This is an optimization exercise on Yosys and OpenROAD, whose aim is small area, a short achievable clock period and few clock cycles, not a production implementation.
Function was checked by simulation only, so behaviour that the tests miss may differ from the original.
Power is estimated from default activity; no workload was simulated.

File: flow/design.v
`default_nettype none
module alu_seq_handshake #(
    parameter int WIDTH    = 64,
    parameter int MUL_STEP = 1
) (
    input  logic             clk,
    input  logic             rst_n,
    input  logic             in_valid,
    output logic             in_ready,
    input  logic [WIDTH-1:0] a,
    input  logic [WIDTH-1:0] b,
    input  logic [3:0]       alu_op,
    output logic             out_valid,
    input  logic             out_ready,
    output logic [WIDTH-1:0] result,
    output logic             zero,
    output logic             bge,
    output logic             illegal
);
    localparam int SHW   = $clog2(WIDTH);
    localparam int NSTEP = WIDTH / MUL_STEP;
    localparam int CNT_W = $clog2(NSTEP + 1);
    localparam logic [CNT_W-1:0] CNT_LAST = CNT_W'(NSTEP - 1);
    localparam logic [3:0] OP_AND = 4'b0000;
    localparam logic [3:0] OP_OR  = 4'b0001;
    localparam logic [3:0] OP_ADD = 4'b0010;
    localparam logic [3:0] OP_SLL = 4'b0011;
    localparam logic [3:0] OP_SRL = 4'b0100;
    localparam logic [3:0] OP_SRA = 4'b0101;
    localparam logic [3:0] OP_SUB = 4'b0110;
    localparam logic [3:0] OP_SLT = 4'b0111;
    localparam logic [3:0] OP_MUL = 4'b1000;
    localparam logic [3:0] OP_NOR = 4'b1100;
    localparam logic [1:0] ST_IDLE    = 2'd0;
    localparam logic [1:0] ST_MUL_RUN = 2'd1;
    localparam logic [1:0] ST_DONE    = 2'd2;
    logic [1:0]       state_q, state_d;
    logic [WIDTH-1:0] result_q;
    logic             zero_q, bge_q, illegal_q;
    logic [WIDTH-1:0] mul_a_q, mul_b_q, acc_q;
    logic [CNT_W-1:0] cnt_q;
    logic             accept;
    logic             is_mul;
    logic             mul_last;
    logic             load;
    logic [SHW-1:0]   shamt;
    logic [WIDTH-1:0] alu_res;
    logic             alu_illegal;
    logic [WIDTH-1:0] partial;
    logic [WIDTH-1:0] acc_sum;
    logic [WIDTH-1:0] load_val;
    logic             load_illegal;
    assign accept   = in_valid & in_ready;
    assign is_mul   = (alu_op == OP_MUL);
    assign mul_last = (state_q == ST_MUL_RUN) && (cnt_q == CNT_LAST);
    assign shamt    = b[SHW-1:0];
    always_comb begin
        alu_res     = '0;
        alu_illegal = 1'b0;
        case (alu_op)
            OP_AND: alu_res = a & b;
            OP_OR:  alu_res = a | b;
            OP_ADD: alu_res = a + b;
            OP_SUB: alu_res = a - b;
            OP_NOR: alu_res = ~(a | b);
            OP_SLL: alu_res = a << shamt;
            OP_SRL: alu_res = a >> shamt;
            OP_SRA: alu_res = $signed(a) >>> shamt;
            OP_SLT: alu_res = {{(WIDTH-1){1'b0}}, ($signed(a) < $signed(b))};
            OP_MUL: alu_res = '0;    
            default: alu_illegal = 1'b1;
        endcase
    end
    always_comb begin
        partial = '0;
        for (int j = 0; j < MUL_STEP; j++) begin
            if (mul_b_q[j]) begin
                partial = partial + (mul_a_q << j);
            end
        end
    end
    assign acc_sum = acc_q + partial;
    assign load         = (accept & ~is_mul) | mul_last;
    assign load_val     = (state_q == ST_MUL_RUN) ? acc_sum : alu_res;
    assign load_illegal = (state_q == ST_MUL_RUN) ? 1'b0 : alu_illegal;
    always_ff @(posedge clk) begin
        if (!rst_n) begin
            state_q <= ST_IDLE;
        end else begin
            state_q <= state_d;
        end
    end
    always_comb begin
        state_d = state_q;
        case (state_q)
            ST_IDLE: begin
                if (in_valid) begin
                    state_d = is_mul ? ST_MUL_RUN : ST_DONE;
                end
            end
            ST_MUL_RUN: begin
                if (mul_last) begin
                    state_d = ST_DONE;
                end
            end
            ST_DONE: begin
                if (out_ready) begin
                    if (in_valid) begin
                        state_d = is_mul ? ST_MUL_RUN : ST_DONE;
                    end else begin
                        state_d = ST_IDLE;
                    end
                end
            end
            default: state_d = ST_IDLE;
        endcase
    end
    always_comb begin
        in_ready  = 1'b0;
        out_valid = 1'b0;
        case (state_q)
            ST_IDLE: in_ready = 1'b1;
            ST_DONE: begin
                in_ready  = out_ready;
                out_valid = 1'b1;
            end
            default: begin
                in_ready  = 1'b0;
                out_valid = 1'b0;
            end
        endcase
    end
    always_ff @(posedge clk) begin
        if (!rst_n) begin
            result_q  <= '0;
            zero_q    <= 1'b1;
            bge_q     <= 1'b1;
            illegal_q <= 1'b0;
            mul_a_q   <= '0;
            mul_b_q   <= '0;
            acc_q     <= '0;
            cnt_q     <= '0;
        end else begin
            if (load) begin
                result_q  <= load_val;
                zero_q    <= (load_val == '0);
                bge_q     <= ~load_val[WIDTH-1];
                illegal_q <= load_illegal;
            end
            if (accept && is_mul) begin
                mul_a_q <= a;
                mul_b_q <= b;
                acc_q   <= '0;
                cnt_q   <= '0;
            end else if (state_q == ST_MUL_RUN) begin
                acc_q   <= acc_sum;
                mul_a_q <= mul_a_q << MUL_STEP;
                mul_b_q <= mul_b_q >> MUL_STEP;
                cnt_q   <= cnt_q + 1'b1;
            end
        end
    end
    assign result  = result_q;
    assign zero    = zero_q;
    assign bge     = bge_q;
    assign illegal = illegal_q;
endmodule
`default_nettype wire
File: flow/run.sh
#!/bin/bash
# synth_recipe.tcl (not shown) runs the flow's synth.tcl, then flattens the netlist and writes it again
# the make line also repeats each setting of config.mk as NAME=value (left out here)
make -C /OpenROAD-flow-scripts/flow DESIGN_CONFIG=/design/flow/config.mk WORK_HOME=/design/flow/orfs CLKGATE_MAP_FILE= SYNTH_SCRIPT=/design/flow/synth_recipe.tcl finish
File: flow/config.mk
export PLATFORM = sky130hd
export DESIGN_NAME = alu_seq_handshake
export DESIGN_NICKNAME = alu_seq_handshake
export VERILOG_FILES = /design/flow/design.v
export SDC_FILE = /design/flow/constraint.sdc
export NUM_CORES = 4
export LEC_CHECK = 0
export CAP_MARGIN = 20
export CORE_MARGIN = 2
export CORE_UTILIZATION = 40
export SLEW_MARGIN = 20
File: flow/constraint.sdc
create_clock -name core_clock -period 6.5 [get_ports {clk}]
set_input_delay 1.3000 -clock core_clock [delete_from_list [all_inputs] [get_ports {clk}]]
set_output_delay 1.3000 -clock core_clock [all_outputs]
set_load 0.01 [all_outputs]
==> results_dict.tcl <==
set metrics [dict create \
    outcome "no timing/DRC/antenna violations" \
    area_growth_syn_to_layout_pct 25.4 \
    critPathArrivalTime_ns 6.81 \
    synth_top_area_frac 0.145 \
    hpwl_um 200000 \
    critPathKind "input port to flop" \
    dieArea_um2 94900 \
    postCtsResizedCells 0 \
    cts_tree "yes" \
    finalPower_mw 7.57 \
    power_switching_mw 3.20 \
    routed_wl_um 248000 \
    first_pass_iters 10 \
    grt_pass1_wl_um 340000 \
    synth_seq_area_share 0.145 \
    die_y_um 308 \
    htreeDepth 2 \
    nets 6084 \
    swShare 0.422 \
    crit_required_ns 7.04 \
    hold_path_class "flop to flop" \
    async_reset_ff_frac 0 \
    synth_nets 5535 \
    setup_viol 0 \
    synth_top_cell_by_area "dfxtp_1" \
    clkLatencyLatePin_ns 0.65 \
    vias 48300 \
    hold_buffers 0 \
    clk_pin_slew_ns 0.08 \
    start_kind "input port" \
    skew_ns 0.0465 \
    drv_slew 0 \
    ir_drop_v 0.000198 \
    grt_pass1_vias 44700 \
    clock-sinks 268 \
    core_um2 91700 \
    maxSlewHeadroom 0.166 \
    synth_area_leaders "dfxtp_1 15%, ha_1 8.8%, nand2_1 7.3%" \
    rsz0062_at_grt "no" \
    drtIter0Drc 8297 \
    ys_seq_elements 268 \
    ctsRootBufferMaster "clkbuf_16" \
    start_util 0.403 \
    hold_viol 0 \
    p_clk_frac 0.298 \
    ys.warnings.count 1 \
    die_w_um 308 \
    reg2reg_setup_slack_ns 0.26 \
    detailedPlace.worstSlack_ns -0.387 \
    post_cts_buffers 0 \
    setup_slack_ns 0.224 \
    min_period_ns 6.28 \
    syn_avg_cell_area_um2 7.20 \
    drc_errors 0 \
    via_per_inst 6.99 \
    synth_edf_count 0 \
    max_freq_ghz 0.159 \
    grt_max_degree 90 \
    synth_ff_type "dfxtp_1" \
    synthesis.area_um2 37000 \
    synth_common_cells "724 x nand2_1, 421 x a21oi_1, 414 x nor2_1, 311 x clkbuf_1, 271 x o21ai_0" \
    design.portCount 205 \
    avgRoutedWirePerCell_um 35.9 \
    ys_types 104 \
    drive_gt1_frac 0.181 \
    cts_buffer_depth 3 \
    internal_power_mw 4.37 \
    track_usage 0.503 \
    antenna_found_initial 26 \
    period_share 0.966 \
    port_buffers 204 \
    worst_slew_pin_slew_ns 1.25 \
    drtAntennaViolNets 0 \
    p_leak_nw 20.2 \
    p_comb_frac 0.471 \
    path_max_fanout 4 \
    std_cell_rows 111 \
    synth_most_common_cell "nand2_1" \
    maxCapViolCount 0 \
    seqPwrFrac 0.231 \
    cts-buffers-inserted 37 \
    grt_overflow 0 \
    endpoint_kind "flop" \
    gp_congestion 1.16 \
    p_per_area_nw_per_um2 163 \
    synth_cells 5135 \
]
per-stage QoR:
| step | area, um^2 | std cells | TNS (ns) | hold WS (ns) | util |
|---|---|---|---|---|---|
| 6_report | 46400 | 6907 | 0 | 0.462 | 0.506 |
| 3_3_place_gp | 45000 | 6831 | -0.306 | 0.446 | 0.491 |
| 4_1_cts | 46300 | 6893 | 0 | 0.461 | 0.505 |
| 3_5_place_dp | 45000 | 6831 | -0.387 | 0.451 | 0.491 |
| 2_1_floorplan | 37000 | 5135 | 0 | 0.436 | - |
| 5_1_grt | 46400 | 6896 | 0 | 0.475 | 0.506 |
sequential cells by signal (all words and copies together), names as in the netlist:
register / cells
zero_q: 1
bge_q: 1
mul_a_q: 64
mul_b_q: 64
cnt_q: 7
illegal_q: 1
result_q: 64
acc_q: 64
state_q: 2
worst max-delay path, stage by stage:
cell,delay (ns)
clkdlybuf4s50_1,0.65
buf_4,0.27
mux2_2,0.33
mux2_2,0.31
mux2_2,0.34
a2111oi_0,0.60
buf_4,0.23
a211oi_1,0.15
a2111oi_0,0.49
o21ai_0,0.35
o31ai_1,0.52
and4b_1,0.28
nand4_1,0.13
nor4_2,0.32
buf_4,0.19
nand4b_1,0.09
o31ai_1,0.26
path summary, 6_finish.rpt:
kind | start | depth (start not counted) | endpoint
worst max-delay path | a[53] | 17 | zero_q
worst max register to register | mul_b_q[0] | 20 | zero_q
worst min register to register | mul_b_q[12] | 2 | mul_b_q[12]
worst min-delay path | mul_b_q[12] | 2 | mul_b_q[12]
cell type report:
| cell class | count | area (um^2) |
|---|---|---|
| Antenna cell | 14 | 35.0 |
| Clock buffer | 47 | 1010 |
| Clock inverter | 15 | 268 |
| Fill cell | 9053 | 45300 |
| Inverter | 217 | 816 |
| Multi-Input combinational cell | 4231 | 29200 |
| Sequential cell | 268 | 5370 |
| Tap cell | 1186 | 1480 |
| Timing Repair Buffer | 929 | 8200 |
layer usage:
layer / track usage / up-vias / routed length, um
met4: 0.293 / 32 / 17900
li1: - / 20200 / -
met1: 0.632 / 23300 / 95300
met2: 0.707 / 3771 / 97500
met5: 0 / - / 423
met3: 0.220 / 936 / 36600
power groups by stage:
stage               Clock [mW]  Combinational (mW)  Sequential, mW
global placement             0                3.35            1.78
detailed placement           0                3.34            1.78
CTS                       2.27                3.35            1.75
global route              2.32                3.62            1.75
finish                    2.25                3.57            1.75
floorplan                    0                1.59            1.79
logic make-up (layout without fill, tap and decap cells):
kind of cell | Yosys count | after routing | synth area share
simple gates | 1809 | 1809 | 0.226
compound gates | 1759 | 1759 | 0.330
other cells | 0 | 14 | 0
flops | 268 | 268 | 0.145
buf+inv | 636 | 1208 | 0.0698
mux | 307 | 307 | 0.118
xor+xnor | 92 | 92 | 0.0218
fa+ha+maj | 264 | 264 | 0.0899
placed cells by master (no fill, tap or decap), types with 41 or more instances in the layout:
cell type        netlist  routed
a211oi_1              60      60
a21boi_0              87      86
a21o_1                69      69
a21oi_1              421     419
a221oi_1              42      41
a22oi_1               93      92
a31oi_1               56      56
and2_1                96      96
buf_12                 0      58
buf_4                  9     670
clkdlybuf4s50_1        0     197
dfxtp_1              268     268
ha_1                 261     261
inv_1                211     210
mux2_2                52      52
mux2i_1              151     151
mux4_2                94      94
nand2_1              724     723
nand3_1              135     134
nand4_1               68      68
nor2_1               414     413
nor2b_1               46      43
nor3_1                95      94
nor4_1                44      42
o211a_1              103     103
o211ai_1              54      54
o21ai_0              271     270
o221ai_1              41      41
o22ai_1               54      54
o31ai_1               50      50
xnor2_1               64      64
Testbench counts, summed over its fixed seeds: cycles 18,120.

==> what the ideal ports hide <==
No port has a modelled driver above. Below, the same layout with a new extraction and two added sets of constraints. Step 1: set_driving_cell puts a clkbuf_16 on clk and a buf_2 on each other input, an assumption about the parent block. Step 2 adds t to the input delays and takes it off the output delays; t is the mean of the earliest and latest rising clock arrival at the registers after step 1. Input paths then give back, and output paths get back, about the clock's delay inside the block. Three values: no drivers, after step 1, after step 2; two values: the first two.
t (ns): 0.701
slack for setup (ns): 0.224 / 0.263 / -0.429
worst setup path at the end: input to register
clock arrival spread, ns: 0.049 / 0.049
pins driven straight from the clock port: 1
Met with ideal ports but missed after step 2: setup timing in this run. The setup slack of this run moves by +0.039 ns with the drivers and by -0.653 ns with both steps.
